Context: an optimization exercise on an open-source flow, tuned for small area. The choices shown serve that exercise and are no tape-out recipe. Only simulation tests tie the RTL to the original design; equivalence was not proved. Power figures rest on the tool's default switching activity, not on a simulated workload.

File: flow/config.mk
export PLATFORM = sky130hd
export DESIGN_NAME = rv_core_top
export DESIGN_NICKNAME = rv_core_top
export VERILOG_FILES = /design/flow/design.v
export SDC_FILE = /design/flow/constraint.sdc
export NUM_CORES = 4
export LEC_CHECK = 0
export CAP_MARGIN = 20
export CORE_MARGIN = 2
export CORE_UTILIZATION = 40
export SLEW_MARGIN = 20
File: flow/constraint.sdc
create_clock -name core_clock -period 5.2 [get_ports {clk}]
set_input_delay 1.0400 -clock core_clock [delete_from_list [all_inputs] [get_ports {clk}]]
set_output_delay 1.0400 -clock core_clock [all_outputs]
set_load 0.01 [all_outputs]
File: flow/design.v
package rv_core_pkg;
    typedef logic [32-1:0] word_t;
    typedef logic [$clog2(32)-1:0] reg_idx_t;
    typedef logic [3:0] funct_t;
    typedef enum logic [3:0] {
        ALU_ADD  = 4'b0000,
        ALU_SUB  = 4'b0001,
        ALU_SLT  = 4'b0010,   
        ALU_SLTU = 4'b0011,   
        ALU_SLL  = 4'b0100,
        ALU_SRL  = 4'b0101,
        ALU_XOR  = 4'b0110,
        ALU_OR   = 4'b0111,
        ALU_AND  = 4'b1000,
        ALU_SRA  = 4'b1001    
    } alu_op_t;
endpackage
`timescale 1ns/1ps
module rv_core_top (
    input  logic     clk,
    input  logic     rst_n,
    input  rv_core_pkg::word_t    imem_insn,      
    output rv_core_pkg::word_t    imem_addr,
    output logic     retire_valid,   
    output rv_core_pkg::reg_idx_t retire_rd,
    output rv_core_pkg::word_t    retire_data
);
    logic [32:0] cnt;     
    logic        first;   
    always_ff @(posedge clk or negedge rst_n) begin
        if (!rst_n) begin
            cnt   <= '0;
            first <= 1'b1;
        end else begin
            cnt   <= cnt + 33'd1;
            if (cnt[2:0] == 3'd7) first <= 1'b0;
        end
    end
    logic [2:0] ph;
    logic       ph0, ph1, ph7;
    assign ph  = cnt[2:0];
    assign ph0 = (ph == 3'd0);
    assign ph1 = (ph == 3'd1);
    assign ph7 = (ph == 3'd7);
    assign imem_addr = {cnt[32:3], 2'b00};
    logic [31:0] insn;
    logic        is_op, is_imm, writes, alt, fb, sub, cmp, is_sll, is_srl;
    logic [4:0]  rs1, rs2, rd;
    logic [2:0]  fn;
    assign insn   = imem_insn;
    assign is_op  = (insn[6:0] == 7'b0110011);
    assign is_imm = (insn[6:0] == 7'b0010011);
    assign rd     = insn[11:7];
    assign rs1    = insn[19:15];
    assign rs2    = insn[24:20];
    assign writes = (is_op || is_imm) && (rd != 5'd0);
    assign alt    = is_op && insn[30];
    assign fb     = alt && (insn[14:12] != 3'b000) && (insn[14:12] != 3'b101);
    assign fn     = fb ? 3'b000 : insn[14:12];
    assign sub    = alt && (insn[14:12] == 3'b000);
    assign cmp    = (fn[2:1] == 2'b01);
    assign is_sll = (fn == 3'b001);
    assign is_srl = (fn == 3'b101);
    logic [4:0] rd_w;     
    logic [3:0] wd;       
    logic [127:0] tailv;  
    assign tailv[3:0] = 4'd0;
    for (genvar r = 1; r < 32; r++) begin : g_reg
        logic [31:0] q;   
        logic        we;
        assign we       = first || (rd_w == 5'(r));
        assign tailv[4*r +: 4] = we ? wd : q[3:0];
        always_ff @(posedge clk) begin
            q <= {tailv[4*r +: 4], q[31:4]};
        end
    end
    logic [3:0] a, b, rd2, immn;
    assign a   = tailv[{rs1, 2'b00} +: 4];
    assign rd2 = tailv[{rs2, 2'b00} +: 4];
    always_comb begin
        case (ph)
            3'd0:    immn = insn[23:20];
            3'd1:    immn = insn[27:24];
            3'd2:    immn = insn[31:28];
            default: immn = {4{insn[31]}};
        endcase
    end
    assign b = is_op ? rd2 : immn;
    logic [31:0] h;       
    logic [4:0]  s;       
    logic [4:0]  sh;      
    always_ff @(posedge clk) begin
        h <= {a, h[31:4]};
        if (ph0) s[3:0] <= b;
        if (ph1) s[4]   <= b[0];
    end
    assign sh = {ph0 ? 1'b0 : (ph1 ? b[0] : s[4]), ph0 ? b : s[3:0]};
    logic       c;
    logic       cin, inv;
    logic [3:0] bx;
    logic [4:0] sum;
    logic       lt;
    logic [35:0] y;
    logic [35:0] ysh;
    logic [3:0] sll_n;
    logic [3:0] res;
    assign inv = sub || cmp;
    assign cin = ph0 ? inv : c;
    assign bx  = b ^ {4{inv}};
    assign sum = {1'b0, a} + {1'b0, bx} + {4'd0, cin};
    always_ff @(posedge clk) begin
        c <= sum[4];
    end
    assign lt = ~sum[4] ^ (fn[0] ? 1'b0 : (a[3] ^ b[3]));
    assign y   = {a, h};
    assign ysh = y << sh;
    for (genvar j = 0; j < 4; j++) begin : g_sll
        assign sll_n[j] = ({ph, 2'(j)} >= sh) ? ysh[32 + j] : 1'b0;
    end
    always_comb begin
        case (fn)
            3'b000:  res = sum[3:0];
            3'b001:  res = sll_n;
            3'b100:  res = a ^ b;
            3'b110:  res = a | b;
            3'b111:  res = a & b;
            default: res = 4'd0;   
        endcase
    end
    logic [31:0] r_q;
    always_ff @(posedge clk) begin
        r_q[31:28] <= res;
        r_q[27:24] <= r_q[31:28] & ~{4{ph1 && is_sll && b[0]}};
        r_q[23:1]  <= r_q[27:5];
        r_q[0]     <= r_q[4] | (ph7 && cmp && lt);
    end
    logic       srl_w, sra_w, sgn_w;
    logic [4:0] s_w;
    always_ff @(posedge clk) begin
        if (ph7) begin
            rd_w  <= writes ? rd : 5'd0;
            srl_w <= is_srl;
            sra_w <= insn[30];
            s_w   <= s;
            sgn_w <= a[3];
        end
    end
    logic [31:0] hsh;
    logic [3:0]  srl_n;
    assign hsh = h >> s_w;
    for (genvar j = 0; j < 4; j++) begin : g_srl
        assign srl_n[j] = (({1'b0, ph, 2'(j)} + {1'b0, s_w}) > 6'd31) ? (sra_w & sgn_w) : hsh[j];
    end
    logic [3:0] w;
    assign w  = srl_w ? srl_n : r_q[3:0];
    assign wd = first ? 4'd0 : w;
    logic [27:0] rt;
    always_ff @(posedge clk) begin
        rt <= {w, rt[27:4]};
    end
    assign retire_valid = ph7 && !first && (rd_w != 5'd0);
    assign retire_rd    = rd_w;
    assign retire_data  = {w, rt};
endmodule
File: flow/run.sh
#!/bin/bash
# synth_recipe.tcl (not shown) runs the flow's synth.tcl, then flattens the netlist and writes it again
# the make line also repeats each setting of config.mk as NAME=value (left out here)
make -C /OpenROAD-flow-scripts/flow DESIGN_CONFIG=/design/flow/config.mk WORK_HOME=/design/flow/orfs CLKGATE_MAP_FILE= SYNTH_SCRIPT=/design/flow/synth_recipe.tcl finish
==> reports/qor.yml, run 1 <==
outcome:
  status: "failed layout checks"
  failed_checks: "setup timing"
drt:
  ant_nets: 0
  finalWirelength_um: 132000
  wl_per_cell_um: 26.9
  dr.pass1.iters: 6
  via_per_inst: 5.24
  vias: 25800
  drt-initial-drc-count: 2437
  drc: 0
place:
  dp_hpwl_um: 102000
  gp_congestion: 1.01
  placed_cells: 4705
  portBuffers: 101
power_and_ir_drop:
  p_seq_share_pct: 50.2
  p_clk_share_pct: 43.8
  p_int_mw: 13.8
  switchingPower_mw: 3.86
  comb_power_share_pct: 6.0
  total_leakage_power_nw: 19.4
  ir_drop_v: 0.000377
  power_density_nw_per_um2: 380
  power_mw: 17.6
  switching_share_pct: 21.9
setup_path:
  endpoint: "r_q[31]"
  r2r_cells: 26
  r2r_end: "r_q[31]"
  r2r_setup_slack_ns: -0.28
  crit_path_end_kind: "register"
  critPathLaunch: "s_w[0]"
  setup.worst_path.class: "register to register"
  worst_setup_path_start_kind: "register"
  arrival_ns: 6.07
  r2r_start: "s_w[0]"
  worstPathMaxFanout: 12
  worstPathRequired_ns: 5.79
die:
  dieWidth_um: 296
  core_area_um2: 84900
  fp-row-count: 107
  dieArea_um2: 87700
  die_y_um: 296
  io_pins: 104
  start_util_pct: 40.2
clocking:
  cts.sinks: 1137
  clk_pin_slew_ns: 0.07
  h-tree-depth: 3
  tritoncts: "built"
  cts_buffer_depth: 3
  root_buffer: "clkbuf_16"
  numCtsBuffers: 100
  hold_buffers: 0
  clk_latency_ns: 0.71
synth:
  synth.top_cells.by_area: "dfxtp_1, nand2_1, dfrtp_1"
  synth_cell_types: 104
  netlist.area_leader.share_pct: 63.9
  ys_warn_count: 1
  synth_seq_cells: 1137
  yosysSeqAreaShare_pct: 67.6
  syn-instance-count: 2890
  syn_avg_cell_area_um2: 11.8
  async_reset_ff_share_pct: 2.99
  ys.flop_type: "dfxtp_1"
  synth_common_cells: "dfxtp_1, nand2_1, nor2_1"
  synth_edf_count: 13
  yosysMostFrequentCell: "dfxtp_1"
  synth_top_area_cell: "dfxtp_1"
  synth_area_um2: 34100
grt:
  grt_pass1_wl_um: 186000
  grt_max_degree: 35
  grt_pass1_vias: 25600
  track_usage_pct: 30.0
  overflow: 0
  antenna_found_initial: 9
final_layout:
  synthToLayoutAreaGrowth_pct: 36.1
  fin_cells: 4920
  utilization_pct: 54.7
  layout-drive-gt1-share_pct: 29.8
  fin_nets: 3749
timing:
  slew_headroom_pct: 38.8
  max_freq_ghz: 0.182
  hold_viol: 0
  min_period_ns: 5.48
  setup_viol: 3
  tns_ns: -0.613
  setup_slack_ns: -0.283
  holdWs_ns: 0.303
  worstMarginPinSlew_ns: 0.918
  grt_setup_unrepaired: "true"
  fin_crit_sh_pct: 105
  report.final.slew_viol_count: 0
  finClkSkew_ns: 0.0495
hold_path:
  holdCritPathClass: "register to register"
  hold_start: "g_reg[8].q[17]"
job:
  max_cap_viol_count: 0
## cells by family (layout without fill, tap and decap cells)
family          count (synthesis)  in the layout  synth area share (%)
compound gates                586            586                  12.1
xor+xnor                       37             37                 0.950
fa+ha+maj                      25             25                 0.961
buf+inv                       219           1099                  3.07
flops                        1137           1137                  67.6
mux                           122            122                  4.61
other cells                     1              7                0.0110
simple gates                  763            763                  10.7
## timing repair
item                                    in CTS  in global routing
pin swaps                                   27                 44
endpoints found under the setup margin       5                  5
resized for setup                          119                 71
gates cloned                                 4                  0
buffers inserted                            14                 13
## power groups by stage
| stage | logic, mW | clock network [mW] | registers [mW] |
|---|---|---|---|
| 2_1_floorplan | 0.390 | 0 | 9.05 |
| 3_3_place_gp | 0.963 | 0 | 9.05 |
| 3_5_place_dp | 0.959 | 0 | 9.05 |
| 4_1_cts | 1.01 | 7.91 | 8.86 |
| 5_1_grt | 1.10 | 8.25 | 8.86 |
| 6_report | 1.05 | 7.73 | 8.86 |
## metrics by stage
stage	setup slack [ns]	instance area [µm²]
2_1_floorplan	0.103	34100
4_1_cts	-0.183	46000
6_report	-0.283	46500
5_1_grt	-0.414	46400
3_3_place_gp	-1.25	41700
3_5_place_dp	-1.31	41700
## worst max-delay path, cell delays in order, from the launching register on
cell and delay, ns:
edfxtp_1 0.44, buf_6 0.17, buf_8 0.13, buf_8 0.15, mux2i_2 0.16, buf_4 0.15
a2bb2oi_2 0.22, a31oi_4 0.15, buf_4 0.18, nand2_1 0.13, buf_4 0.23, o21ai_1 0.08
buf_4 0.14, buf_4 0.16, o21ai_0 0.48, o221a_2 0.46, nand3_1 0.12, o211ai_1 0.15
buf_4 0.19, ha_1 0.27, xor2_2 0.21, nor2_1 0.05, a31oi_1 0.14, o21ai_1 0.10
a221oi_2 0.33, o41ai_2 0.12, a211o_1 0.25
## area by class of cell
cell class	count	area, µm²
repair buffers	868	7380
clock buffers	140	2880
flip-flops and latches	1137	23100
clock inverters	43	687
well taps	1144	1430
fillers	7297	38400
diodes	5	12.5
multi-input cells	1535	10800
inverters	48	190
## state kept, by name, indices dropped and copies added (netlist names), 5 cells and up
| signal | count |
|---|---|
| rt | 28 |
| cnt | 33 |
| r_q | 32 |
| g.q | 992 |
| rd_w | 5 |
| s_w | 5 |
| s | 5 |
| h | 32 |
## metal layers
layer / part of all wire [%] / global-route usage, % / routed length (µm) / vias up
met5: 0.044 / 0 / 58 / -
met4: 4.1 / 11.3 / 5380 / 10
li1: - / - / - / 11800
met2: 43 / 45.4 / 56900 / 1044
met3: 7.3 / 5.99 / 9710 / 278
met1: 46 / 42.2 / 60300 / 12700
## worst min-delay path by stage
stage               slack, ns              end  depth (start not counted)
floorplan                0.31   g_reg[10].q[0]                          0
global placement         0.31  g_reg[25].q[13]                          0
detailed placement       0.31   g_reg[16].q[4]                          0
CTS                      0.30   g_reg[8].q[13]                          0
global route             0.31   g_reg[12].q[1]                          0
finish                   0.30   g_reg[8].q[13]                          0
## placed cells by master, fill, tap and decap left out, types with 44 or more instances in the layout
master	instances
clkdlybuf4s50_1	98
nor3_1	44
a21oi_1	113
buf_4	706
nor2_1	189
nand2_1	234
a31oi_1	44
o21ai_0	93
dfxtp_1	1089
clkbuf_16	102
and2_1	44
nand3_1	78
mux2i_1	62
==> inputs of run 2 (changes only) <==
--- a/flow/design.v
+++ b/flow/design.v
@@ -15,6 +15,73 @@
         ALU_SRA  = 4'b1001    
     } alu_op_t;
 endpackage
+`timescale 1ns/1ps
+module rv_aoi222 (
+    input  logic [2:0] s,
+    input  logic [2:0] d,
+    output logic       y_n
+);
+    assign y_n = ~|(s & d);
+endmodule
+module rv_nand4 (
+    input  logic [3:0] a,
+    output logic       y
+);
+    assign y = ~&a;
+endmodule
+module rv_regfile (
+    input  logic       clk,
+    input  logic       first,   
+    input  logic [4:0] rd_w,    
+    input  logic [3:0] wd,      
+    input  logic [4:0] rs1,
+    input  logic [4:0] rs2,
+    output logic [3:0] a,       
+    output logic [3:0] rd2      
+);
+    logic [127:0] head;   
+    assign head[3:0] = 4'd0;   
+    for (genvar r = 1; r < 32; r++) begin : g_reg
+        logic [31:0] q;   
+        logic        we;
+        assign we = first || (rd_w == 5'(r));
+        assign head[4*r +: 4] = q[3:0];
+        always_ff @(posedge clk) begin
+            q <= {we ? wd : q[3:0], q[31:4]};
+        end
+    end
+    for (genvar p = 0; p < 2; p++) begin : g_port
+        logic [4:0]  rs;
+        logic [31:0] sel;
+        logic [3:0]  o, m;
+        logic        fwd;
+        assign rs  = p ? rs2 : rs1;
+        assign fwd = first || ((rs == rd_w) && (rd_w != 5'd0));
+        for (genvar r = 0; r < 32; r++) begin : g_sel
+            assign sel[r] = (rs == 5'(r));
+        end
+        for (genvar j = 0; j < 4; j++) begin : g_bit
+            logic [11:0] t_n;   
+            logic [2:0]  u;
+            for (genvar m = 0; m < 10; m++) begin : g_aoi
+                rv_aoi222 aoi (
+                    .s (sel[3*m+3:3*m+1]),
+                    .d ({head[4*(3*m+3)+j], head[4*(3*m+2)+j], head[4*(3*m+1)+j]}),
+                    .y_n (t_n[m])
+                );
+            end
+            assign t_n[10] = ~(sel[31] & head[4*31+j]);
+            assign t_n[11] = 1'b1;
+            rv_nand4 n0 (.a(t_n[3:0]),  .y(u[0]));
+            rv_nand4 n1 (.a(t_n[7:4]),  .y(u[1]));
+            rv_nand4 n2 (.a(t_n[11:8]), .y(u[2]));
+            assign m[j] = |u;
+        end
+        assign o = fwd ? wd : m;
+    end
+    assign a   = g_port[0].o;
+    assign rd2 = g_port[1].o;
+endmodule
 `timescale 1ns/1ps
 module rv_core_top (
     input  logic     clk,
@@ -63,20 +130,17 @@
     assign is_srl = (fn == 3'b101);
     logic [4:0] rd_w;     
     logic [3:0] wd;       
-    logic [127:0] tailv;  
-    assign tailv[3:0] = 4'd0;
-    for (genvar r = 1; r < 32; r++) begin : g_reg
-        logic [31:0] q;   
-        logic        we;
-        assign we       = first || (rd_w == 5'(r));
-        assign tailv[4*r +: 4] = we ? wd : q[3:0];
-        always_ff @(posedge clk) begin
-            q <= {tailv[4*r +: 4], q[31:4]};
-        end
-    end
     logic [3:0] a, b, rd2, immn;
-    assign a   = tailv[{rs1, 2'b00} +: 4];
-    assign rd2 = tailv[{rs2, 2'b00} +: 4];
+    rv_regfile rf (
+        .clk   (clk),
+        .first (first),
+        .rd_w  (rd_w),
+        .wd    (wd),
+        .rs1   (rs1),
+        .rs2   (rs2),
+        .a     (a),
+        .rd2   (rd2)
+    );
     always_comb begin
         case (ph)
             3'd0:    immn = insn[23:20];
@@ -127,38 +191,46 @@
             default: res = 4'd0;   
         endcase
     end
-    logic [31:0] r_q;
-    always_ff @(posedge clk) begin
-        r_q[31:28] <= res;
-        r_q[27:24] <= r_q[31:28] & ~{4{ph1 && is_sll && b[0]}};
-        r_q[23:1]  <= r_q[27:5];
-        r_q[0]     <= r_q[4] | (ph7 && cmp && lt);
-    end
     logic       srl_w, sra_w, sgn_w;
     logic [4:0] s_w;
     always_ff @(posedge clk) begin
-        if (ph7) begin
-            rd_w  <= writes ? rd : 5'd0;
+        if (ph == 3'd6) begin
             srl_w <= is_srl;
             sra_w <= insn[30];
             s_w   <= s;
+        end
+        if (ph7) begin
+            rd_w  <= writes ? rd : 5'd0;
             sgn_w <= a[3];
         end
     end
-    logic [31:0] hsh;
+    logic [31:0] ysr;
+    logic [2:0]  kn;      
+    logic        fill;
     logic [3:0]  srl_n;
-    assign hsh = h >> s_w;
+    assign ysr  = {a, h[31:4]} >> s_w;
+    assign kn   = ph + 3'd1;
+    assign fill = sra_w && (ph7 ? a[3] : sgn_w);
     for (genvar j = 0; j < 4; j++) begin : g_srl
-        assign srl_n[j] = (({1'b0, ph, 2'(j)} + {1'b0, s_w}) > 6'd31) ? (sra_w & sgn_w) : hsh[j];
-    end
-    logic [3:0] w;
-    assign w  = srl_w ? srl_n : r_q[3:0];
-    assign wd = first ? 4'd0 : w;
+        assign srl_n[j] = (({1'b0, kn, 2'(j)} + {1'b0, s_w}) > 6'd31) ? fill : ysr[j];
+    end
+    logic [31:0] r_q;
+    always_ff @(posedge clk) begin
+        r_q[31:28] <= res;
+        r_q[27:24] <= r_q[31:28] & ~{4{ph1 && is_sll && b[0]}};
+        r_q[23:4]  <= r_q[27:8];
+        if (srl_w) begin
+            r_q[3:0] <= srl_n;
+        end else begin
+            r_q[3:0] <= {r_q[7:5], r_q[4] | (ph7 && cmp && lt)};
+        end
+    end
+    assign wd = first ? 4'd0 : r_q[3:0];
     logic [27:0] rt;
     always_ff @(posedge clk) begin
-        rt <= {w, rt[27:4]};
+        rt <= {r_q[3:0], rt[27:4]};
     end
     assign retire_valid = ph7 && !first && (rd_w != 5'd0);
     assign retire_rd    = rd_w;
-    assign retire_data  = {w, rt};
-endmodule
+    assign retire_data  = {r_q[3:0], rt};
+endmodule
--- a/flow/config.mk
+++ b/flow/config.mk
@@ -7,5 +7,9 @@
 export LEC_CHECK = 0
 export CAP_MARGIN = 20
 export CORE_MARGIN = 2
-export CORE_UTILIZATION = 40
+export CORE_UTILIZATION = 60
+export CTS_BUF_LIST = sky130_fd_sc_hd__clkbuf_8
+export CTS_CLUSTER_DIAMETER = 50
+export CTS_CLUSTER_SIZE = 16
 export SLEW_MARGIN = 20
+export SYNTH_HIERARCHICAL = 1
==> reports/qor.yml, run 2 <==
clocking:
  root_buffer: "clkbuf_8"
  tritoncts: "built"
  numCtsBuffers: 87  # -13%
  clk_pin_slew_ns: 0.09  # +0.02 ns
  cts_buffer_depth: 3  # unchanged
  clk_latency_ns: 0.70  # about the same
  h-tree-depth: 3  # unchanged
  hold_buffers: 0  # unchanged
  cts.sinks: 1136  # -0.088%
timing:
  max_freq_ghz: 0.208  # +14%
  hold_viol: 0  # unchanged
  setup_slack_ns: 0.391  # +0.674 ns
  fin_crit_sh_pct: 92.5  # -13 points
  worstMarginPinSlew_ns: 0.787  # -0.131 ns
  finClkSkew_ns: 0.0299  # -0.0195 ns
  setup_viol: 0  # -3
  slew_headroom_pct: 46.8  # +8.0 points
  tns_ns: 0  # +0.613 ns
  min_period_ns: 4.81  # -0.674 ns
  grt_setup_unrepaired: "false"
  report.final.slew_viol_count: 0  # unchanged
drt:
  dr.pass1.iters: 10  # +4
  via_per_inst: 5.41  # +3.3%
  drt-initial-drc-count: 1646  # -32%
  drc: 0  # unchanged
  ant_nets: 0  # unchanged
  wl_per_cell_um: 21.3  # -21%
  vias: 16600  # -35%
  finalWirelength_um: 65400  # -51%
synth:
  synth.top_cells.by_area: "dfxtp_1, mux2_2, a222oi_1"
  syn-instance-count: 2107  # -27%
  yosysSeqAreaShare_pct: 75.3  # +7.7 points
  synth_cell_types: 78  # -25%
  netlist.area_leader.share_pct: 71.3  # +7.4 points
  ys.flop_type: "dfxtp_1"
  syn_avg_cell_area_um2: 14.5  # +23%
  synth_area_um2: 30600  # -10%
  synth_edf_count: 12  # -1
  synth_top_area_cell: "dfxtp_1"
  ys_warn_count: 8  # +7
  synth_common_cells: "dfxtp_1, mux2_2, nor2_1"
  async_reset_ff_share_pct: 2.99  # about the same
  synth_seq_cells: 1136  # -0.088%
  yosysMostFrequentCell: "dfxtp_1"
die:
  io_pins: 104  # unchanged
  die_y_um: 230  # -22%
  dieWidth_um: 230  # -22%
  dieArea_um2: 52800  # -40%
  start_util_pct: 60.8  # +21 points
  fp-row-count: 82  # -23%
  core_area_um2: 50300  # -41%
setup_path:
  r2r_end: "r_q[0]"
  r2r_setup_slack_ns: 0.83  # +1.11 ns
  arrival_ns: 5.37  # -0.70 ns
  worstPathRequired_ns: 5.76  # -0.03 ns
  worstPathMaxFanout: 5  # -7
  worst_setup_path_start_kind: "input port"
  r2r_start: "rd_w[3]"
  setup.worst_path.class: "input port to register"
  crit_path_end_kind: "register"
  r2r_cells: 16  # -38%
power_and_ir_drop:
  comb_power_share_pct: 3.6  # -2.4 points
  switching_share_pct: 21.7  # -0.18 points
  p_clk_share_pct: 31.6  # -12 points
  ir_drop_v: 0.000300  # -20%
  p_int_mw: 10.7  # -22%
  power_density_nw_per_um2: 393  # +3.4%
  switchingPower_mw: 2.96  # -23%
  total_leakage_power_nw: 14.2  # -27%
  p_seq_share_pct: 64.8  # +15 points
grt:
  grt_max_degree: 42  # +20%
  track_usage_pct: 24.9  # -5.1 points
  antenna_found_initial: 0  # -9
  overflow: 0  # unchanged
  grt.met3_usage_pct: 4.20  # -1.8 points
  use_met2_pct: 38.7  # -6.6 points
  grt_pass1_wl_um: 99600  # -46%
  busiest_layer: "met2"
  use_met1_pct: 35.7  # -6.4 points
  grt_pass1_vias: 16800  # -34%
place:
  portBuffers: 101  # unchanged
  placed_area_um2: 33200  # -20%
  pre_cts_ws_ns: -0.662  # +0.643 ns
  dp_hpwl_um: 46300  # -55%
  placed_cells: 2946  # -37%
  gp_congestion: 0.934  # -7.5%
final_layout:
  fin_nets: 2425  # -35%
  synthToLayoutAreaGrowth_pct: 13.7
  layout-drive-gt1-share_pct: 20.3  # -9.5 points
  largest_reg_flops: 992  # unchanged
  diodes: 0  # -5
  reg.largest.list: "rf.g.q (992), cnt (33), r_q (32)"
  mostFrequentLayoutCells: "dfxtp_1, buf_4, mux2_2"
  final_area_um2: 34800  # -25%
  layout_commonest_cell: "dfxtp_1"
  fin_cells: 3073  # -38%
  regMostFlops: "rf.g.q"
job:
  max_cap_viol_count: 0  # unchanged
hold_path:
  hold_path_depth: 0  # unchanged
  min_to: "rf.g_reg[9].q[3]"
  hold_start: "rf.g_reg[9].q[7]"
  holdCritPathClass: "register to register"
outcome:
  status: "complete, no violations"
-- run 2: worst max-delay path: stages --
cell and delay (ns):
clkdlybuf4s50_1 0.60, nand2b_1 0.25, buf_4 0.19, nor2_1 0.07, buf_4 0.14, a222oi_1 0.44, nand4_1 0.28, or3_1 0.42
mux2_2 0.38, ha_1 0.32, a21o_1 0.17, a21oi_1 0.17, xnor2_1 0.11, a21oi_1 0.14, o21ai_0 0.09, buf_4 0.16
a31o_2 0.20, nor3_1 0.14, nor3_1 0.07
-- run 2: per-stage QoR --
| stage | power [mW] | utilization [%] | hold slack [ns] |
|---|---|---|---|
| 2_1_floorplan | 9.28 | - | 0.310 |
| 3_3_place_gp | 9.53 | 66.0 | 0.310 |
| 3_5_place_dp | 9.54 | 66.0 | 0.312 |
| 4_1_cts | 13.8 | 69.0 | 0.310 |
| 5_1_grt | 14.1 | 69.2 | 0.319 |
| 6_report | 13.7 | 69.2 | 0.309 |
-- run 2: routing by layer --
metal | vias up | wire length (µm)
li1 | 7825 | -
met1 | 8088 | 30400
met2 | 579 | 29200
met3 | 128 | 3890
met4 | 0 | 1920
met5 | - | 0
-- run 2: area by class of cell --
cell class / count / area, µm²
Tap cell: 672 / 841
Fill cell: 3487 / 15500
Multi-Input combinational cell: 855 / 6970
Clock inverter: 31 / 245
Inverter: 24 / 92.6
Timing Repair Buffer: 264 / 2350
Sequential cell: 1136 / 23000
Clock buffer: 91 / 1250
-- run 2: logic make-up (layout without fill, tap and decap cells) --
logic type                 after synthesis  after routing  share of synthesized area [%]
adders and majority gates               24             24                           1.02
and+or+nand+nor                        320            320                           5.33
DFF                                   1136           1136                           75.3
buffers and inverters                  124            410                           2.10
other                                    2             10                         0.0246
AOI/OAI and AO/OA                      241            241                           6.12
xor gates and xnor gates                47             47                           1.35
muxes                                  213            213                           8.76
-- run 2: how the worst max path moves through the flow --
stage,start,endpoint,slack (ns),cells after the start
after floorplan,imem_insn[23],r_q[0],0.20,19
after global placement,imem_insn[21],r_q[0],-0.55,20
after detailed placement,imem_insn[21],r_q[0],-0.66,19
after CTS,imem_insn[21],r_q[0],0.07,19
after global routing,imem_insn[24],r_q[0],0.18,20
final,imem_insn[15],r_q[31],0.39,19
-- run 2: what timing repair did --
action / CTS / global route
resized for setup: 0 / 11
buffers inserted: 0 / 3
setup endpoints to repair: 0 / 3
-- run 2: power by group through the flow --
stage	sequential [mW]	combinational [mW]	clock [mW]
final	8.85	0.495	4.32
after floorplan	9.04	0.244	0
after CTS	8.85	0.486	4.43
after global routing	8.87	0.530	4.75
after global placement	9.05	0.481	0
after detailed placement	9.06	0.484	0
-- run 2: per-module statistics from Yosys, one instance, submodules excluded --
module	flops+latches	times used	cells
rv_regfile	992	1	1323
rv_core_top	144	1	680
rv_aoi222	0	80	1
rv_nand4	0	24	1
==> inputs of run 3 (changes only) <==
--- a/flow/design.v
+++ b/flow/design.v
@@ -172,10 +172,13 @@
     assign cin = ph0 ? inv : c;
     assign bx  = b ^ {4{inv}};
     assign sum = {1'b0, a} + {1'b0, bx} + {4'd0, cin};
-    always_ff @(posedge clk) begin
-        c <= sum[4];
-    end
-    assign lt = ~sum[4] ^ (fn[0] ? 1'b0 : (a[3] ^ b[3]));
+    logic ltx, cmp_d;
+    always_ff @(posedge clk) begin
+        c     <= sum[4];
+        ltx   <= !fn[0] && (a[3] ^ b[3]);   
+        cmp_d <= ph7 && cmp;
+    end
+    assign lt = cmp_d && (!c ^ ltx);
     assign y   = {a, h};
     assign ysh = y << sh;
     for (genvar j = 0; j < 4; j++) begin : g_sll
@@ -219,16 +222,14 @@
         r_q[31:28] <= res;
         r_q[27:24] <= r_q[31:28] & ~{4{ph1 && is_sll && b[0]}};
         r_q[23:4]  <= r_q[27:8];
-        if (srl_w) begin
-            r_q[3:0] <= srl_n;
-        end else begin
-            r_q[3:0] <= {r_q[7:5], r_q[4] | (ph7 && cmp && lt)};
-        end
-    end
-    assign wd = first ? 4'd0 : r_q[3:0];
+        r_q[3:0]   <= srl_w ? srl_n : r_q[7:4];
+    end
+    logic [3:0] w;
+    assign w  = {r_q[3:1], r_q[0] | lt};
+    assign wd = first ? 4'd0 : w;
     logic [27:0] rt;
     always_ff @(posedge clk) begin
-        rt <= {r_q[3:0], rt[27:4]};
+        rt <= {w, rt[27:4]};
     end
     assign retire_valid = ph7 && !first && (rd_w != 5'd0);
     assign retire_rd    = rd_w;
--- a/flow/config.mk
+++ b/flow/config.mk
@@ -11,5 +11,6 @@
 export CTS_BUF_LIST = sky130_fd_sc_hd__clkbuf_8
 export CTS_CLUSTER_DIAMETER = 50
 export CTS_CLUSTER_SIZE = 16
+export GPL_TIMING_DRIVEN = 0
 export SLEW_MARGIN = 20
 export SYNTH_HIERARCHICAL = 1
==> reports/qor.yml, run 3 <==
outcome:
  status: "failed layout checks"
  failed_checks: "setup timing"
grt:
  use_met2_pct: 37.2  # -1.6 points
  grt_pass1_vias: 16500  # -1.9%
  busiest_layer: "met2"
  grt.met3_usage_pct: 5.12  # +0.91 points
  track_usage_pct: 24.2  # -0.70 points
  antenna_found_initial: 5  # +5
  grt_pass1_wl_um: 96900  # -2.7%
  overflow: 0  # unchanged
  use_met1_pct: 34.1  # -1.6 points
  grt_max_degree: 27  # -36%
setup_path:
  setup.worst_path.class: "input port to register"
  worstPathRequired_ns: 5.77  # about the same
  arrival_ns: 5.78  # +0.41 ns
  worstPathMaxFanout: 10  # +5
  crit_path_end_kind: "register"
  worst_setup_path_start_kind: "input port"
die:
  start_util_pct: 60.9  # about the same
  die_y_um: 230  # about the same
  core_area_um2: 50200  # -0.20%
  dieWidth_um: 230  # about the same
  io_pins: 104  # unchanged
  fp-row-count: 82  # unchanged
  dieArea_um2: 52700  # -0.15%
timing:
  finClkSkew_ns: 0.0206  # -0.00927 ns
  report.final.slew_viol_count: 0  # unchanged
  max_freq_ghz: 0.192  # -7.8%
  setup_viol: 1  # +1
  worstMarginPinSlew_ns: 0.860  # +0.0729 ns
  setup_slack_ns: -0.0130  # -0.404 ns
  min_period_ns: 5.21  # +0.404 ns
  slew_headroom_pct: 42.5  # -4.2 points
  tns_ns: -0.0130  # -0.0130 ns
  fin_crit_sh_pct: 100  # +7.8 points
  hold_viol: 0  # unchanged
final_layout:
  largest_reg_flops: 992  # unchanged
  mostFrequentLayoutCells: "dfxtp_1, mux2_2, nor2_1"
  utilization_pct: 68.1  # -1.0 points
  layout-drive-gt1-share_pct: 15.9  # -4.4 points
  regMostFlops: "rf.g.q"
  final_area_um2: 34200  # -1.7%
  fin_nets: 2378  # -1.9%
  layout_commonest_cell: "dfxtp_1"
  synthToLayoutAreaGrowth_pct: 11.9
  reg.largest.list: "rf.g.q (992), cnt (33), r_q (32)"
place:
  pre_cts_ws_ns: -1.68  # -1.02 ns
  placed_area_um2: 32400  # -2.4%
  gp_congestion: 0.933  # -0.13%
  portBuffers: 97  # -4.0%
  dp_hpwl_um: 44100  # -4.7%
clocking:
  clk_pin_slew_ns: 0.10  # about the same
  root_buffer: "clkbuf_8"
  numCtsBuffers: 89  # +2.3%
  h-tree-depth: 3  # unchanged
  clk_latency_ns: 0.70  # about the same
  cts_buffer_depth: 3  # unchanged
  tritoncts: "built"
  cts.sinks: 1138  # +0.18%
drt:
  drt-initial-drc-count: 2108  # +28%
  finalWirelength_um: 63700  # -2.6%
  drc: 0  # unchanged
  dr.pass1.iters: 14  # +4
  wl_per_cell_um: 21.0  # -1.3%
  ant_nets: 0  # unchanged
  via_per_inst: 5.47  # +1.1%
  vias: 16600  # -0.25%
hold_path:
  holdCritPathClass: "input port to async pin"
synth:
  syn-instance-count: 2127  # +0.95%
  synth_common_cells: "dfxtp_1, mux2_2, nor2_1"
  synthAdderAreaFrac_pct: 0.991  # -0.031 points
  syn_avg_cell_area_um2: 14.4  # -1.1%
  synth_area_um2: 30500  # -0.16%
  synth_top_family_by_area: "multiplexers"
  yosysSeqAreaShare_pct: 75.6  # +0.25 points
  synthMuxAreaShare_pct: 8.62  # -0.14 points
  synth-simple-area-share_pct: 5.39  # +0.053 points
  async_reset_ff_share_pct: 2.99  # -0.0053 points
  ys.flop_type: "dfxtp_1"
  yosysMostFrequentCell: "dfxtp_1"
  synth_seq_cells: 1138  # +0.18%
  synth_cell_types: 75  # -3.8%
  synth_compound_area_share_pct: 5.99  # -0.12 points
  synthXorXnorAreaFrac_pct: 1.35  # +0.0021 points
  synth.top_cells.by_area: "dfxtp_1, mux2_2, a222oi_1"
  ys_warn_count: 8  # unchanged
  synth_edf_count: 12  # unchanged
  netlist.area_leader.share_pct: 71.6  # +0.24 points
  synth_top_area_cell: "dfxtp_1"
power_and_ir_drop:
  power_density_nw_per_um2: 403  # +2.6%
  total_leakage_power_nw: 13.9  # -2.0%
  ir_drop_v: 0.000450  # +50%
  power_mw: 13.8  # +0.88%
job:
  max_cap_viol_count: 0  # unchanged
## run 3: critical path, cell delays in order
cell,delay [ns]
clkdlybuf4s50_1,0.48
buf_6,0.21
nand3b_1,0.21
nor2_1,0.13
a222oi_1,0.55
nand4_1,0.30
or3_1,0.44
mux2_2,0.35
o31a_1,0.36
a22oi_4,0.22
inv_4,0.13
buf_6,0.19
mux2i_2,0.26
mux2i_1,0.14
a22oi_2,0.25
a211oi_1,0.14
or3_1,0.36
## run 3: stage by stage
stage,std cells,hold slack [ns]
2_1_floorplan,2135,0.310
3_3_place_gp,2904,0.310
3_5_place_dp,2905,0.312
4_1_cts,3027,0.125
5_1_grt,3030,0.138
6_report,3032,0.184
## run 3: per-module statistics from Yosys (local to each module, per instance)
module	flops+latches	area (µm²)	cells	times used
rv_regfile	992	22400	1323	1
rv_aoi222	0	10.0	1	80
rv_core_top	146	7230	700	1
rv_nand4	0	6.26	1	24
## run 3: cell families after synthesis
family	after synthesis
simple gates	330
mux	234
other cells	2
buf+inv	121
xor+xnor	47
flops	1138
fa+ha+maj	23
compound gates	232
## run 3: layout make-up
type / count / area, µm²
flip-flops and latches: 1138 / 23100
fillers: 3493 / 16000
multi-input cells: 876 / 7010
clock buffers: 89 / 1220
repair buffers: 101 / 1010
well taps: 672 / 841
plain buffers: 93 / 562
clock inverters: 38 / 374
inverters: 22 / 87.6
diodes: 3 / 7.51
## run 3: worst paths after layout
| kind | from | end | slack (ns) | cells after the start |
|---|---|---|---|---|
| max | imem_insn[22] | r_q[28] | -0.01 | 17 |
| min | rst_n | cnt[29] | 0.18 | 1 |
| max reg2reg | c | r_q[28] | 0.70 | 16 |
| min reg2reg | rf.g_reg[20].q[25] | rf.g_reg[20].q[21] | 0.32 | 0 |
| max in group asynchronous | rst_n | first | 4.52 | 2 |
| min in group core_clock | rf.g_reg[20].q[25] | rf.g_reg[20].q[21] | 0.32 | 0 |
## run 3: repair_timing
| item | 4_1_cts | 5_1_grt |
|---|---|---|
| pin swaps | 3 | 18 |
| buffers inserted | 1 | 2 |
| resized for setup | 31 | 27 |
| endpoints found under the setup margin | 5 | 4 |
| hold buffers | 0 | 0 |
## run 3: per-layer routing
metal	up-vias	wire [µm]
met2	677	28300
met5	-	30
met4	4	1960
met3	186	4170
li1	7742	-
met1	7970	29300
## run 3: power breakdown
part           switching [mW]  total, mW  internal (mW)
Sequential             0.0511       8.86           8.81
Clock                    2.69       4.49           1.80
Combinational           0.258      0.436          0.178
==> inputs of run 4 (changes only) <==
==> flow/config.mk (replaced) <==
export PLATFORM = sky130hd
export DESIGN_NAME = rv_core_top
export DESIGN_NICKNAME = rv_core_top
export VERILOG_FILES = /design/flow/design.v
export SDC_FILE = /design/flow/constraint.sdc
export NUM_CORES = 4
export LEC_CHECK = 0
export CAP_MARGIN = 10
export CORE_MARGIN = 2
export CORE_UTILIZATION = 70
export CTS_BUF_LIST = sky130_fd_sc_hd__clkbuf_8
export CTS_CLUSTER_DIAMETER = 45
export CTS_CLUSTER_SIZE = 18
export SLEW_MARGIN = 10
export SYNTH_HIERARCHICAL = 1
==> reports/qor.yml, run 4 <==
clocking:
  numCtsBuffers: 81  # -9.0%
  h-tree-depth: 3  # unchanged
  clk_latency_ns: 0.72  # +0.02 ns
  tritoncts: "built"
  postCtsResizedCells: 0  # -100%
  clk_pin_slew_ns: 0.10  # about the same
  root_buffer: "clkbuf_8"
  cts_buffer_depth: 3  # unchanged
  postCtsSetupBuffers: 0  # -1
  hold_buffers: 0  # unchanged
  cts.sinks: 1138  # unchanged
synth:
  yosysSeqAreaShare_pct: 75.6  # unchanged
  async_reset_ff_share_pct: 2.99  # unchanged
  synth-simple-area-share_pct: 5.39  # unchanged
  synth.top_cells.by_area: "dfxtp_1, mux2_2, a222oi_1"
  synth_edf_count: 12  # unchanged
  synthMuxAreaShare_pct: 8.62  # unchanged
  ys_warn_count: 8  # unchanged
  syn_avg_cell_area_um2: 14.4  # unchanged
  synthXorXnorAreaFrac_pct: 1.35  # unchanged
  syn-instance-count: 2127  # unchanged
  synth_top_family_by_area: "multiplexers"
  synth_area_um2: 30500  # unchanged
  synth_cell_types: 75  # unchanged
  synth_seq_cells: 1138  # unchanged
  synth_compound_area_share_pct: 5.99  # unchanged
  ys.flop_type: "dfxtp_1"
  yosysMostFrequentCell: "dfxtp_1"
  synth_top_area_cell: "dfxtp_1"
  synthAdderAreaFrac_pct: 0.991  # unchanged
  synth_common_cells: "dfxtp_1, mux2_2, nor2_1"
  netlist.area_leader.share_pct: 71.6  # unchanged
grt:
  overflow: 0  # unchanged
  busiest_layer: "met2"
  use_met2_pct: 50.9  # +14 points
  antenna_found_initial: 3  # -2
  grt.met3_usage_pct: 6.59  # +1.5 points
  grt_max_degree: 37  # +37%
  use_met1_pct: 41.4  # +7.2 points
  grt_pass1_wl_um: 104000  # +7.2%
  track_usage_pct: 31.4  # +7.2 points
  grt_pass1_vias: 17200  # +4.5%
drt:
  ant_nets: 0  # unchanged
  finalWirelength_um: 70700  # +11%
  via_per_inst: 5.76  # +5.3%
  vias: 16900  # +1.9%
  drc: 0  # unchanged
  drt-initial-drc-count: 2086  # -1.0%
  wl_per_cell_um: 24.1  # +15%
  dr.pass1.iters: 7  # -7
setup_path:
  cp_slowest_cell: "clkdlybuf4s50_1"
  r2r_end: "r_q[30]"
  r2r_setup_slack_ns: 1.13  # +0.43 ns
  r2r_start: "rd_w[2]"
  crit_path_end_kind: "register"
  setup.worst_path.class: "input port to register"
  critPathMaxStageDelay_ns: 0.63  # +0.08 ns
  worstPathRequired_ns: 5.77  # about the same
  worst_setup_path_start_kind: "input port"
  endpoint: "r_q[31]"
  worstPathMaxFanout: 8  # -2
  cp_common_cell: "nor2_1"
  critPathLaunch: "imem_insn[24]"
  path_cells: "clkdlybuf4s50_1 -> nand3b_1 -> nor2_1 -> buf_4 -> a222oi_1 -> nand4_1 -> or3_1 -> mux2_2 -> nor2_1 -> nor2_1 -> inv_1 -> xnor2_1 -> ha_1 -> a21o_1 -> a21oi_1 -> xnor2_1 -> nand2_1 -> a21boi_0 -> a221oi_1 -> o311ai_1"
  arrival_ns: 5.49  # -0.29 ns
  r2r_cells: 12  # -4
timing:
  finClkSkew_ns: 0.0343  # +0.0136 ns
  min_period_ns: 4.92  # -0.294 ns
  hold_viol: 0  # unchanged
  report.final.slew_viol_count: 0  # unchanged
  grt_setup_unrepaired: "false"
  fin_crit_sh_pct: 94.6  # -5.7 points
  worstMarginPinSlew_ns: 1.07  # +0.208 ns
  setup_viol: 0  # -1
  tns_ns: 0  # +0.0130 ns
  slew_headroom_pct: 28.2  # -14 points
  max_freq_ghz: 0.203  # +6.0%
final_layout:
  largest_reg_flops: 992  # unchanged
  fin_nets: 2363  # -0.63%
  synthToLayoutAreaGrowth_pct: 11.3
  layout-drive-gt1-share_pct: 15.9  # about the same
  utilization_pct: 78.9  # +11 points
  reg.largest.list: "rf.g.q (992), cnt (33), r_q (32)"
  mostFrequentLayoutCells: "dfxtp_1, mux2_2, nor2_1"
  regMostFlops: "rf.g.q"
  layout_commonest_cell: "dfxtp_1"
hold_path:
  holdCritPathClass: "register to register"
die:
  start_util_pct: 70.9  # +10 points
  dieWidth_um: 213  # -7.3%
  dieArea_um2: 45300  # -14%
  fp-row-count: 76  # -7.3%
  io_pins: 104  # unchanged
  core_area_um2: 43100  # -14%
  die_y_um: 213  # -7.3%
power_and_ir_drop:
  total_leakage_power_nw: 13.9  # about the same
  p_seq_share_pct: 64.3  # about the same
  power_density_nw_per_um2: 406  # +0.63%
  p_int_mw: 10.8  # +0.11%
  ir_drop_v: 0.000396  # -12%
  p_clk_share_pct: 32.6  # about the same
  comb_power_share_pct: 3.1  # about the same
  switching_share_pct: 21.7  # -0.072 points
  power_mw: 13.8  # about the same
  switchingPower_mw: 2.99  # -0.32%
outcome:
  status: "complete, no violations"
place:
  portBuffers: 101  # +4.1%
  dp_hpwl_um: 48000  # +9.0%
  gp_congestion: 0.945  # +1.3%
job:
  max_cap_viol_count: 0  # unchanged
-- run 4: cell counts after synthesis --
Identical to the previous run, type by type.
-- run 4: worst max-delay path: cells and delay by family --
kind            cells  cell delay [ns]
simple gates        7             1.44
fa+ha+maj           1             0.26
mux                 1             0.27
buf+inv             3             0.87
xor+xnor            2             0.26
compound gates      6             1.36
-- run 4: area by class of cell --
cell class	count	area, µm²
Tap cell	585	732
Clock buffer	83	1140
Sequential cell	1138	23100
Inverter	22	85.1
Antenna cell	2	5.00
Multi-Input combinational cell	876	6870
Fill cell	2209	9100
Timing Repair Buffer	187	1660
Clock inverter	39	407
-- run 4: through the flow --
step                setup slack [ns]  cell area [µm²]  hold slack [ns]  std cells
floorplan                      0.560            30600            0.310       2135
global placement              -0.259            32400            0.310       2808
detailed placement            -0.286            32400            0.312       2808
CTS                            0.457            34000            0.314       2930
global route                  0.0348            34000            0.316       2931
finish                         0.281            34000            0.315       2932
-- run 4: per-module statistics from Yosys, one instance, submodules excluded --
module | cell area (µm²) | times used
rv_regfile | 22400 | 1
rv_core_top | 7230 | 1
rv_aoi222 | 10.0 | 80
rv_nand4 | 6.26 | 24
-- run 4: routing by layer --
metal / up-vias / wire, µm
li1: 7711 / -
met1: 8348 / 29900
met2: 662 / 34000
met3: 163 / 4490
met4: 2 / 2320
met5: - / 8
-- run 4: worst min path at each step --
| stage | from | endpoint | slack (ns) | depth (start not counted) |
|---|---|---|---|---|
| floorplan | r_q[14] | r_q[10] | 0.31 | 0 |
| global placement | rf.g_reg[21].q[14] | rf.g_reg[21].q[10] | 0.31 | 0 |
| detailed placement | rf.g_reg[13].q[5] | rf.g_reg[13].q[1] | 0.31 | 0 |
| CTS | rf.g_reg[2].q[12] | rf.g_reg[2].q[8] | 0.31 | 0 |
| global route | rf.g_reg[2].q[12] | rf.g_reg[2].q[8] | 0.32 | 0 |
| finish | rf.g_reg[2].q[12] | rf.g_reg[2].q[8] | 0.32 | 0 |
-- run 4: cells by family after synthesis --
kind of cell / count (synthesis)
DFF: 1138
and+or+nand+nor: 330
muxes: 234
AOI/OAI and AO/OA: 232
buffers and inverters: 121
xor gates and xnor gates: 47
adders and majority gates: 23
other: 2
-- run 4: power groups by stage --
| stage | registers [mW] | logic (mW) | clock network [mW] |
|---|---|---|---|
| floorplan | 9.05 | 0.225 | 0 |
| global placement | 9.06 | 0.412 | 0 |
| detailed placement | 9.07 | 0.416 | 0 |
| CTS | 8.87 | 0.420 | 4.55 |
| global route | 8.88 | 0.454 | 4.85 |
| finish | 8.87 | 0.426 | 4.49 |
==> inputs of run 5 (changes only) <==
==> flow/flow/run.sh (new file) <==
#!/bin/bash
# The standard layout (standard.sh, unchanged synthesis) with three
# changes to how the layout is made:
#  - ports are buffered with the smallest buffer cell instead of a delay cell
#  - the clock tree gets no dummy balancing loads
# Everything else (floorplan, power grid, taps, placement, routing) is the
# standard flow. The make output goes to layout.log in this folder; ORFS's
# per-step logs stay under orfs/logs.
set -euo pipefail
export BUFFER_PORTS_ARGS="-buffer_cell sky130_fd_sc_hd__buf_1"
export CTS_ARGS="-sink_clustering_enable -repair_clock_nets -sink_clustering_size 18 -sink_clustering_max_diameter 45 -buf_list sky130_fd_sc_hd__clkbuf_8 -dont_use_dummy_load"
bash standard.sh > layout.log 2>&1
==> flow/standard.sh (new file) <==
#!/bin/bash
# synth_recipe.tcl (not shown) runs the flow's synth.tcl, then flattens the netlist and writes it again
# the make line also repeats each setting of config.mk as NAME=value (left out here)
make -C /OpenROAD-flow-scripts/flow DESIGN_CONFIG=/design/flow/config.mk WORK_HOME=/design/flow/orfs CLKGATE_MAP_FILE= SYNTH_SCRIPT=/design/flow/synth_recipe.tcl "${@:-finish}"
removed: flow/run.sh
==> reports/qor.yml, run 5 <==
grt:
  grt_pass1_vias: 16900  # -1.8%
  overflow: 0  # unchanged
  grt_pass1_wl_um: 101000  # -2.5%
  antenna_found_initial: 4  # +1
  track_usage_pct: 30.3  # -1.1 points
  grt_max_degree: 38  # +2.7%
die:
  start_util_pct: 70.9  # unchanged
  io_pins: 104  # unchanged
  fp-row-count: 76  # unchanged
  dieWidth_um: 213  # unchanged
  dieArea_um2: 45300  # unchanged
  die_y_um: 213  # unchanged
  core_area_um2: 43100  # unchanged
synth:
  syn_avg_cell_area_um2: 14.4  # unchanged
  synth_area_um2: 30500  # unchanged
  netlist.area_leader.share_pct: 71.6  # unchanged
  async_reset_ff_share_pct: 2.99  # unchanged
  synth_cell_types: 75  # unchanged
  synth_seq_cells: 1138  # unchanged
  yosysSeqAreaShare_pct: 75.6  # unchanged
  syn-instance-count: 2127  # unchanged
  yosysMostFrequentCell: "dfxtp_1"
  ys.flop_type: "dfxtp_1"
  synth_edf_count: 12  # unchanged
  ys_warn_count: 8  # unchanged
  synth_common_cells: "dfxtp_1, mux2_2, nor2_1"
  synth.top_cells.by_area: "dfxtp_1, mux2_2, a222oi_1"
  synth_top_area_cell: "dfxtp_1"
clocking:
  clk_latency_ns: 0.71  # about the same
  cts.sinks: 1138  # unchanged
  hold_buffers: 0  # unchanged
  root_buffer: "clkbuf_8"
  postCtsResizedCells: 0  # unchanged
  tritoncts: "built"
  postCtsSetupBuffers: 0  # unchanged
  h-tree-depth: 3  # unchanged
  clk_pin_slew_ns: 0.08  # -0.02 ns
  numCtsBuffers: 83  # +2.5%
  cts_buffer_depth: 3  # unchanged
job:
  max_cap_viol_count: 0  # unchanged
drt:
  ant_nets: 0  # unchanged
  vias: 16600  # -1.8%
  dr.pass1.iters: 14  # +7
  finalWirelength_um: 67800  # -4.1%
  via_per_inst: 5.82  # +1.1%
  wl_per_cell_um: 23.8  # -1.3%
  drt-initial-drc-count: 2273  # +9.0%
  drc: 0  # unchanged
final_layout:
  layout_commonest_cell: "dfxtp_1"
  largest_reg_flops: 992  # unchanged
  mostFrequentLayoutCells: "dfxtp_1, mux2_2, nor2_1"
  regMostFlops: "rf.g.q"
  synthToLayoutAreaGrowth_pct: 6.74
  multiInputGateArea_um2: 6870  # about the same
  fin_nets: 2320  # -1.8%
  regArea_um2: 23100  # unchanged
  fillCellCount: 2432  # +10%
  layout-drive-gt1-share_pct: 13.3  # -2.6 points
  reg.largest.list: "rf.g.q (992), cnt (33), r_q (32)"
power_and_ir_drop:
  total_leakage_power_nw: 13.2  # -5.1%
  p_int_mw: 10.4  # -3.8%
  ir_drop_v: 0.000424  # +7.0%
  p_seq_share_pct: 67.5  # +3.2 points
  p_clk_share_pct: 29.7  # -2.9 points
  power_mw: 13.1  # -4.7%
  comb_power_share_pct: 2.8  # -0.3 points
  power_density_nw_per_um2: 403  # -0.67%
  switching_share_pct: 20.9  # -0.73 points
  switchingPower_mw: 2.75  # -7.9%
timing:
  setup_viol: 0  # unchanged
  max_freq_ghz: 0.209  # +2.9%
  holdWs_ns: 0.262  # -0.0529 ns
  finClkSkew_ns: 0.0829  # +0.0486 ns
  slew_headroom_pct: 31.2  # +3.0 points
  hold_viol: 0  # unchanged
  worstMarginPinSlew_ns: 1.03  # -0.0389 ns
  grt_setup_unrepaired: "false"
  fin_crit_sh_pct: 92.0  # -2.6 points
  report.final.slew_viol_count: 0  # unchanged
  min_period_ns: 4.78  # -0.136 ns
place:
  dp_hpwl_um: 45900  # -4.4%
  gp_congestion: 0.932  # -1.4%
  portBuffers: 101  # unchanged
setup_path:
  worstPathRequired_ns: 5.72  # -0.05 ns
  crit_path_end_kind: "register"
  arrival_ns: 5.30  # -0.19 ns
  worst_setup_path_start_kind: "input port"
  setup.worst_path.class: "input port to register"
  worstPathMaxFanout: 37  # +29
outcome:
  status: "complete, no violations"
hold_path:
  holdCritPathClass: "register to register"
==> run 5: cells by family after synthesis <==
kind of cell	share of synthesized area, %
simple gates	5.39
compound gates	5.99
xor+xnor	1.35
mux	8.62
other cells	0.0246
flops	75.6
buf+inv	2.09
fa+ha+maj	0.991
==> run 5: per-module statistics from Yosys (local to each module, per instance) <==
module	flops+latches	cell area, µm²
rv_core_top	146	7230
rv_aoi222	0	10.0
rv_nand4	0	6.26
rv_regfile	992	22400
==> run 5: routing by layer <==
| metal | part of all wire, % | vias to the layer above | track usage [%] | routed length [µm] |
|---|---|---|---|---|
| li1 | - | 7575 | - | - |
| met1 | 43 | 8105 | 40.4 | 28800 |
| met2 | 47 | 717 | 49.0 | 31800 |
| met3 | 7.2 | 183 | 6.43 | 4890 |
| met4 | 3.4 | 4 | 11.4 | 2280 |
| met5 | 0.040 | - | 0 | 27 |
==> run 5: final cells by class <==
class / count / share of cell area (%)
timing repair buffer: 142 / 2.11
inverter: 22 / 0.261
tap: 585 / 2.25
clock buffer: 83 / 3.50
sequential: 1138 / 70.8
multi-input combinational: 876 / 21.1
antenna: 2 / 0.0154
==> run 5: path summary, 6_finish.rpt <==
kind,startpoint,end,slack (ns),cells after the start
worst max-delay path,imem_insn[21],r_q[28],0.42,16
worst min-delay path,rf.g_reg[6].q[27],rf.g_reg[6].q[23],0.26,0
worst max register to register,rd_w[0],r_q[28],0.96,13
worst min register to register,rf.g_reg[6].q[27],rf.g_reg[6].q[23],0.26,0
max in group asynchronous,rst_n,cnt[2],4.16,1
min in group asynchronous,rst_n,cnt[25],0.43,1
==> run 5: power groups by stage <==
stage,registers [mW],clock network (mW),logic [mW]
5_1_grt,8.88,4.24,0.399
3_3_place_gp,9.07,0,0.356
4_1_cts,8.87,3.96,0.360
2_1_floorplan,9.05,0,0.225
3_5_place_dp,9.07,0,0.358
6_report,8.87,3.90,0.367
==> run 5: through the flow <==
stage	TNS [ns]	instance area [µm²]	setup slack, ns	cells	utilization, %
after detailed placement	-0.342	31500	-0.135	2763	73.0
after floorplan	0	30600	0.560	2135	-
final	0	32600	0.417	2848	75.7
after CTS	0	32600	0.551	2846	75.7
after global placement	-0.134	31400	-0.0645	2763	73.0
after global routing	0	32600	0.196	2848	75.7
==> run 5: worst max-delay path: stages <==
cell and delay, ns:
buf_1 0.17, nand2b_1 0.40, nor2_1 0.19, a222oi_1 0.44, nand4_1 0.28, or3_1 0.42
mux2_2 0.28, buf_4 0.14, o31a_1 0.33, a22oi_4 0.21, inv_4 0.24, mux2i_1 0.33
mux2i_1 0.12, a32oi_1 0.21, a211oi_1 0.10, or3_1 0.39
==> inputs of run 6 (changes only) <==
--- a/flow/flow/run.sh
+++ b/flow/flow/run.sh
@@ -3,10 +3,13 @@
 # changes to how the layout is made:
 #  - ports are buffered with the smallest buffer cell instead of a delay cell
 #  - the clock tree gets no dummy balancing loads
+#  - after global routing, cells off the critical paths are downsized
+#    (ORFS power recovery)
 # Everything else (floorplan, power grid, taps, placement, routing) is the
 # standard flow. The make output goes to layout.log in this folder; ORFS's
 # per-step logs stay under orfs/logs.
 set -euo pipefail
 export BUFFER_PORTS_ARGS="-buffer_cell sky130_fd_sc_hd__buf_1"
 export CTS_ARGS="-sink_clustering_enable -repair_clock_nets -sink_clustering_size 18 -sink_clustering_max_diameter 45 -buf_list sky130_fd_sc_hd__clkbuf_8 -dont_use_dummy_load"
+export RECOVER_POWER=100
 bash standard.sh > layout.log 2>&1
==> reports/qor.yml, run 6 <==
synth:
  synth_seq_cells: 1138  # unchanged
  netlist.area_leader.share_pct: 71.6  # unchanged
  async_reset_ff_share_pct: 2.99  # unchanged
  synth_compound_area_share_pct: 5.99  # unchanged
  synth_edf_count: 12  # unchanged
  synth-simple-area-share_pct: 5.39  # unchanged
  synthXorXnorAreaFrac_pct: 1.35  # unchanged
  ys_warn_count: 8  # unchanged
  ys.flop_type: "dfxtp_1"
  synth_top_family_by_area: "multiplexers"
  synthAdderAreaFrac_pct: 0.991  # unchanged
  synth_cell_types: 75  # unchanged
  synth_area_um2: 30500  # unchanged
  synth_top_area_cell: "dfxtp_1"
  synth_common_cells: "dfxtp_1, mux2_2, nor2_1"
  syn_avg_cell_area_um2: 14.4  # unchanged
  yosysSeqAreaShare_pct: 75.6  # unchanged
  synth.top_cells.by_area: "dfxtp_1, mux2_2, a222oi_1"
  synthMuxAreaShare_pct: 8.62  # unchanged
  yosysMostFrequentCell: "dfxtp_1"
  syn-instance-count: 2127  # unchanged
place:
  dp_hpwl_um: 45900  # unchanged
  placed_cells: 2763  # unchanged
  gp_congestion: 0.932  # unchanged
  pre_cts_ws_ns: -0.135  # unchanged
  portBuffers: 101  # unchanged
die:
  io_pins: 104  # unchanged
  fp-row-count: 76  # unchanged
  die_y_um: 213  # unchanged
  start_util_pct: 70.9  # unchanged
  core_area_um2: 43100  # unchanged
  dieArea_um2: 45300  # unchanged
  dieWidth_um: 213  # unchanged
grt:
  grt_pass1_wl_um: 101000  # unchanged
  grt_pass1_vias: 16900  # unchanged
  antenna_found_initial: 4  # unchanged
  track_usage_pct: 30.3  # unchanged
  grt_max_degree: 38  # unchanged
  overflow: 0  # unchanged
clocking:
  root_buffer: "clkbuf_8"
  postCtsSetupBuffers: 0  # unchanged
  postCtsResizedCells: 0  # unchanged
  cts.sinks: 1138  # unchanged
  tritoncts: "built"
  h-tree-depth: 3  # unchanged
  clk_pin_slew_ns: 0.08  # about the same
  numCtsBuffers: 83  # unchanged
  hold_buffers: 0  # unchanged
  cts_buffer_depth: 3  # unchanged
  clk_latency_ns: 0.71  # about the same
drt:
  finalWirelength_um: 67700  # -0.22%
  vias: 16600  # -0.13%
  via_per_inst: 5.81  # -0.16%
  dr.pass1.iters: 12  # -2
  drt-initial-drc-count: 2414  # +6.2%
  wl_per_cell_um: 23.8  # -0.25%
  drc: 0  # unchanged
  ant_nets: 0  # unchanged
final_layout:
  mostFrequentLayoutCells: "dfxtp_1, nor2_1, mux2_2"
  layout-drive-gt1-share_pct: 11.1  # -2.2 points
  fin_cells: 2849  # +0.035%
  reg.largest.list: "rf.g.q (992), cnt (33), r_q (32)"
  fin_nets: 2320  # unchanged
  largest_reg_flops: 992  # unchanged
  layout_commonest_cell: "dfxtp_1"
  synthToLayoutAreaGrowth_pct: 6.56
  regMostFlops: "rf.g.q"
timing:
  slew_headroom_pct: -29.0  # -60 points
  fin_crit_sh_pct: 91.9  # about the same
  grt_setup_unrepaired: "false"
  setup_viol: 0  # unchanged
  setup_slack_ns: 0.420  # +0.00212 ns
  finClkSkew_ns: 0.0833  # +0.000413 ns
  report.final.slew_viol_count: 44  # +44
  min_period_ns: 4.78  # -0.00212 ns
  hold_viol: 0  # unchanged
  worstMarginPinSlew_ns: 1.93  # +0.905 ns
  max_freq_ghz: 0.209  # about the same
job:
  max_cap_viol_count: 2  # +2
outcome:
  status: "failed layout checks"
  failed_checks: "capacitance limit, slew limit"
setup_path:
  setup.worst_path.class: "input port to register"
  worstPathRequired_ns: 5.71  # about the same
  crit_path_end_kind: "register"
  worst_setup_path_start_kind: "input port"
  worstPathMaxFanout: 37  # unchanged
  arrival_ns: 5.29  # about the same
hold_path:
  holdCritPathClass: "register to register"
power_and_ir_drop:
  ir_drop_v: 0.000423  # -0.27%
  power_density_nw_per_um2: 404  # +0.16%
  total_leakage_power_nw: 13.2  # -0.22%
[run 6: cell types whose count changed in the layout (fill, tap and decap cells not counted), sizes merged]
cell    previous run  this run
clkbuf            84       100
buf              141       125
diode              2         3
[run 6: final cells by class]
class                      instances  area (µm²)
multi-input combinational        876        6850
inverter                          22        85.1
fill                            2436       10500
tap                              585         732
sequential                      1138       23100
clock buffer                      83        1140
antenna                            3        7.51
timing repair buffer             142         649
[run 6: cell families after synthesis]
kind of cell,Yosys count
flops,1138
simple gates,330
mux,234
fa+ha+maj,23
other cells,2
xor+xnor,47
compound gates,232
buf+inv,121
[run 6: worst paths after layout]
kind / endpoint / cells past startpoint / startpoint / slack, ns
worst max-delay path: r_q[28] / 16 / imem_insn[21] / 0.42
worst min-delay path: rf.g_reg[6].q[23] / 0 / rf.g_reg[6].q[27] / 0.26
worst max register to register: r_q[28] / 14 / rd_w[3] / 0.87
worst min register to register: rf.g_reg[6].q[23] / 0 / rf.g_reg[6].q[27] / 0.26
max in group asynchronous: cnt[2] / 1 / rst_n / 3.19
min in group asynchronous: cnt[25] / 1 / rst_n / 0.85
[run 6: routing by layer]
| metal | global-route usage (%) | vias up | wire, µm |
|---|---|---|---|
| met4 | 11.4 | 2 | 2090 |
| met5 | 0 | - | 13 |
| met1 | 40.4 | 8165 | 29000 |
| li1 | - | 7564 | - |
| met2 | 49.0 | 652 | 31900 |
| met3 | 6.43 | 180 | 4680 |
[run 6: Yosys stat by module (local to each module, per instance)]
module,cells,flops+latches
rv_aoi222,1,0
rv_core_top,700,146
rv_nand4,1,0
rv_regfile,1323,992
[run 6: power breakdown]
part	internal (mW)	total [mW]	switching [mW]	leakage (nW)
clock network	1.43	3.90	2.47	0.597
logic	0.136	0.362	0.226	3.18
registers	8.81	8.87	0.0570	9.39
[run 6: worst max-delay path, cell delays in order]
cell and delay (ns):
buf_1 0.17, nand2b_1 0.39, nor2_1 0.18, a222oi_1 0.44, nand4_1 0.26, or3_1 0.42, mux2_2 0.28, clkbuf_4 0.14
o31a_1 0.33, a22oi_4 0.21, inv_4 0.24, mux2i_1 0.33, mux2i_1 0.12, a32oi_1 0.23, a211oi_1 0.10, or3_1 0.38
[run 6: per-stage QoR]
step	hold slack [ns]	setup TNS [ns]	power [mW]	cell area (µm²)	utilization, %
finish	0.259	0	13.1	32500	75.5
floorplan	0.310	0	9.28	30600	-
detailed placement	0.312	-0.342	9.43	31500	73.0
global route	0.269	0	13.5	32500	75.5
CTS	0.258	0	13.2	32600	75.7
global placement	0.309	-0.134	9.43	31400	73.0
==> inputs of run 7 (changes only) <==
==> flow/flow/run.sh (replaced) <==
#!/bin/bash
# The standard layout (standard.sh, unchanged synthesis) with these
# changes to how the layout is made:
#  - ports are buffered with the smallest buffer cell instead of a delay cell
#  - the clock tree gets no dummy balancing loads
#  - timing-driven global placement keeps none of the buffers its trial
#    repairs insert (they are only used to weigh nets)
# Everything else (floorplan, power grid, taps, placement, routing) is the
# standard flow. The make output goes to layout.log in this folder; ORFS's
# per-step logs stay under orfs/logs.
set -euo pipefail
export BUFFER_PORTS_ARGS="-buffer_cell sky130_fd_sc_hd__buf_1"
export CTS_ARGS="-sink_clustering_enable -repair_clock_nets -sink_clustering_size 18 -sink_clustering_max_diameter 45 -buf_list sky130_fd_sc_hd__clkbuf_8 -dont_use_dummy_load"
export GPL_KEEP_OVERFLOW=0
bash standard.sh > layout.log 2>&1
==> reports/qor.yml, run 7 <==
outcome:
  status: "complete, no violations"
die:
  io_pins: 104  # unchanged
  core_area_um2: 43100  # unchanged
  fp-row-count: 76  # unchanged
timing:
  setup_viol: 0  # unchanged
  min_period_ns: 5.00  # +0.219 ns
  setup_slack_ns: 0.200  # -0.219 ns
  fin_crit_sh_pct: 96.2  # +4.2 points
  finClkSkew_ns: 0.103  # +0.0200 ns
drt:
  vias: 16100  # -2.6%
  wl_met3_um: 4410  # -5.7%
  dr.pass1.iters: 8  # -4
  finalWirelength_um: 62700  # -7.4%
  ant_nets: 0  # unchanged
  wl_met1_um: 27700  # -4.6%
  drc: 0  # unchanged
clocking:
  cts_buffer_depth: 3  # unchanged
  tritoncts: "built"
  numCtsBuffers: 83  # unchanged
  root_buffer: "clkbuf_8"
  h-tree-depth: 3  # unchanged
final_layout:
  regArea_um2: 23100  # unchanged
  multiInputGateArea_um2: 6910  # +0.84%
  largest_reg_flops: 992  # unchanged
  fin_cells: 2818  # -1.1%
  fillCellCount: 2527  # +3.7%
  fin_nets: 2290  # -1.3%
  layout-drive-gt1-share_pct: 12.4  # +1.3 points
  synthToLayoutAreaGrowth_pct: 6.44
power_and_ir_drop:
  ir_drop_v: 0.000376  # -11%
  power_density_nw_per_um2: 402  # -0.32%
grt:
  grt_max_degree: 40  # +5.3%
  antenna_found_initial: 8  # +4
  overflow: 0  # unchanged
  track_usage_pct: 27.7  # -2.6 points
hold_path:
  holdCritPathClass: "register to register"
synth:
  netlist.area_leader.share_pct: 71.6  # unchanged
  async_reset_ff_share_pct: 2.99  # unchanged
  synth.top_cells.by_area: "dfxtp_1, mux2_2, a222oi_1"
  synth_cell_types: 75  # unchanged
  ys.flop_type: "dfxtp_1"
  synth_top_area_cell: "dfxtp_1"
  synth_area_um2: 30500  # unchanged
setup_path:
  arrival_ns: 5.50  # +0.21 ns
  cp_slowest_cell: "buf_1"
  crit_path_end_kind: "register"
place:
  portBuffers: 101  # unchanged
  gp_congestion: 0.941  # +0.91%
  pre_cts_ws_ns: -1.28  # -1.15 ns
==> run 7: cell counts after synthesis <==
Identical to the previous run, type by type.
==> run 7: cell families (layout without fill, tap and decap cells) <==
group / count (synthesis) / in the layout / synth area share [%]
muxes: 234 / 234 / 8.62
xor gates and xnor gates: 47 / 47 / 1.35
adders and majority gates: 23 / 23 / 0.991
DFF: 1138 / 1138 / 75.6
AOI/OAI and AO/OA: 232 / 232 / 5.99
and+or+nand+nor: 330 / 330 / 5.39
other: 2 / 12 / 0.0246
buffers and inverters: 121 / 217 / 2.09
==> run 7: worst register-to-register path, delay by kind of cell (launching register included) <==
family	cells	cell delay (ns)
compound gates	8	1.60
simple gates	3	0.95
fa+ha+maj	1	0.46
flops	1	0.72
mux	1	0.26
buf+inv	1	0.37
==> run 7: timing repair <==
action                                  CTS  global route
setup buffers                             1             3
cloned                                    1             0
resized for setup                         4             3
endpoints found under the setup margin    4             4
==> run 7: final cells by class <==
cell class / count / share of cell area (%)
clock buffer: 83 / 3.51
antenna: 2 / 0.0154
sequential: 1138 / 71.0
inverter: 22 / 0.277
timing repair inverter: 1 / 0.0154
timing repair buffer: 111 / 1.69
tap: 585 / 2.25
multi-input combinational: 876 / 21.3
==> run 7: per-stage QoR <==
| step | hold slack, ns | area, µm² | util [%] | power [mW] |
|---|---|---|---|---|
| after floorplan | 0.310 | 30600 | - | 9.28 |
| after global placement | 0.310 | 31100 | 72.3 | 9.40 |
| after global routing | 0.250 | 32500 | 75.5 | 13.5 |
| after CTS | 0.249 | 32500 | 75.4 | 13.1 |
| final | 0.258 | 32500 | 75.5 | 13.1 |
| after detailed placement | 0.312 | 31300 | 72.6 | 9.42 |
==> run 7: metal layers <==
layer,GRT usage [%],vias to the layer above
li1,-,7524
met1,38.0,7757
met2,43.3,663
met3,6.62,180
met4,9.81,12
met5,0,-
==> run 7: path summary, 6_finish.rpt <==
| kind | end | slack, ns | cells past startpoint | start |
|---|---|---|---|---|
| max | r_q[30] | 0.20 | 16 | imem_insn[23] |
| min | rf.g_reg[6].q[16] | 0.26 | 0 | rf.g_reg[6].q[20] |
| max reg2reg | r_q[28] | 0.69 | 14 | rd_w[2] |
| min reg2reg | rf.g_reg[6].q[16] | 0.26 | 0 | rf.g_reg[6].q[20] |
| max in group asynchronous | cnt[3] | 4.25 | 1 | rst_n |
| min in group asynchronous | cnt[30] | 0.42 | 1 | rst_n |
==> run 7: where the power goes <==
part	internal (mW)	switching [mW]
Combinational	0.134	0.228
Clock	1.43	2.42
Sequential	8.81	0.0523
==> run 7: Yosys stat by module, one instance, submodules excluded <==
module       flip-flops and latches  cells inside  cell area (µm²)
rv_regfile                      992          1323            22400
rv_core_top                     146           700             7230
rv_nand4                          0             1             6.26
rv_aoi222                         0             1             10.0

Re-timed with assumed drivers on the ports (clkbuf_16 on the clock, buf_2 on other inputs), run 7 has 0.183 ns of setup slack against 0.200 ns with ideal ports, and -0.513 ns once port delays also move by the mid clock arrival of 0.696 ns.
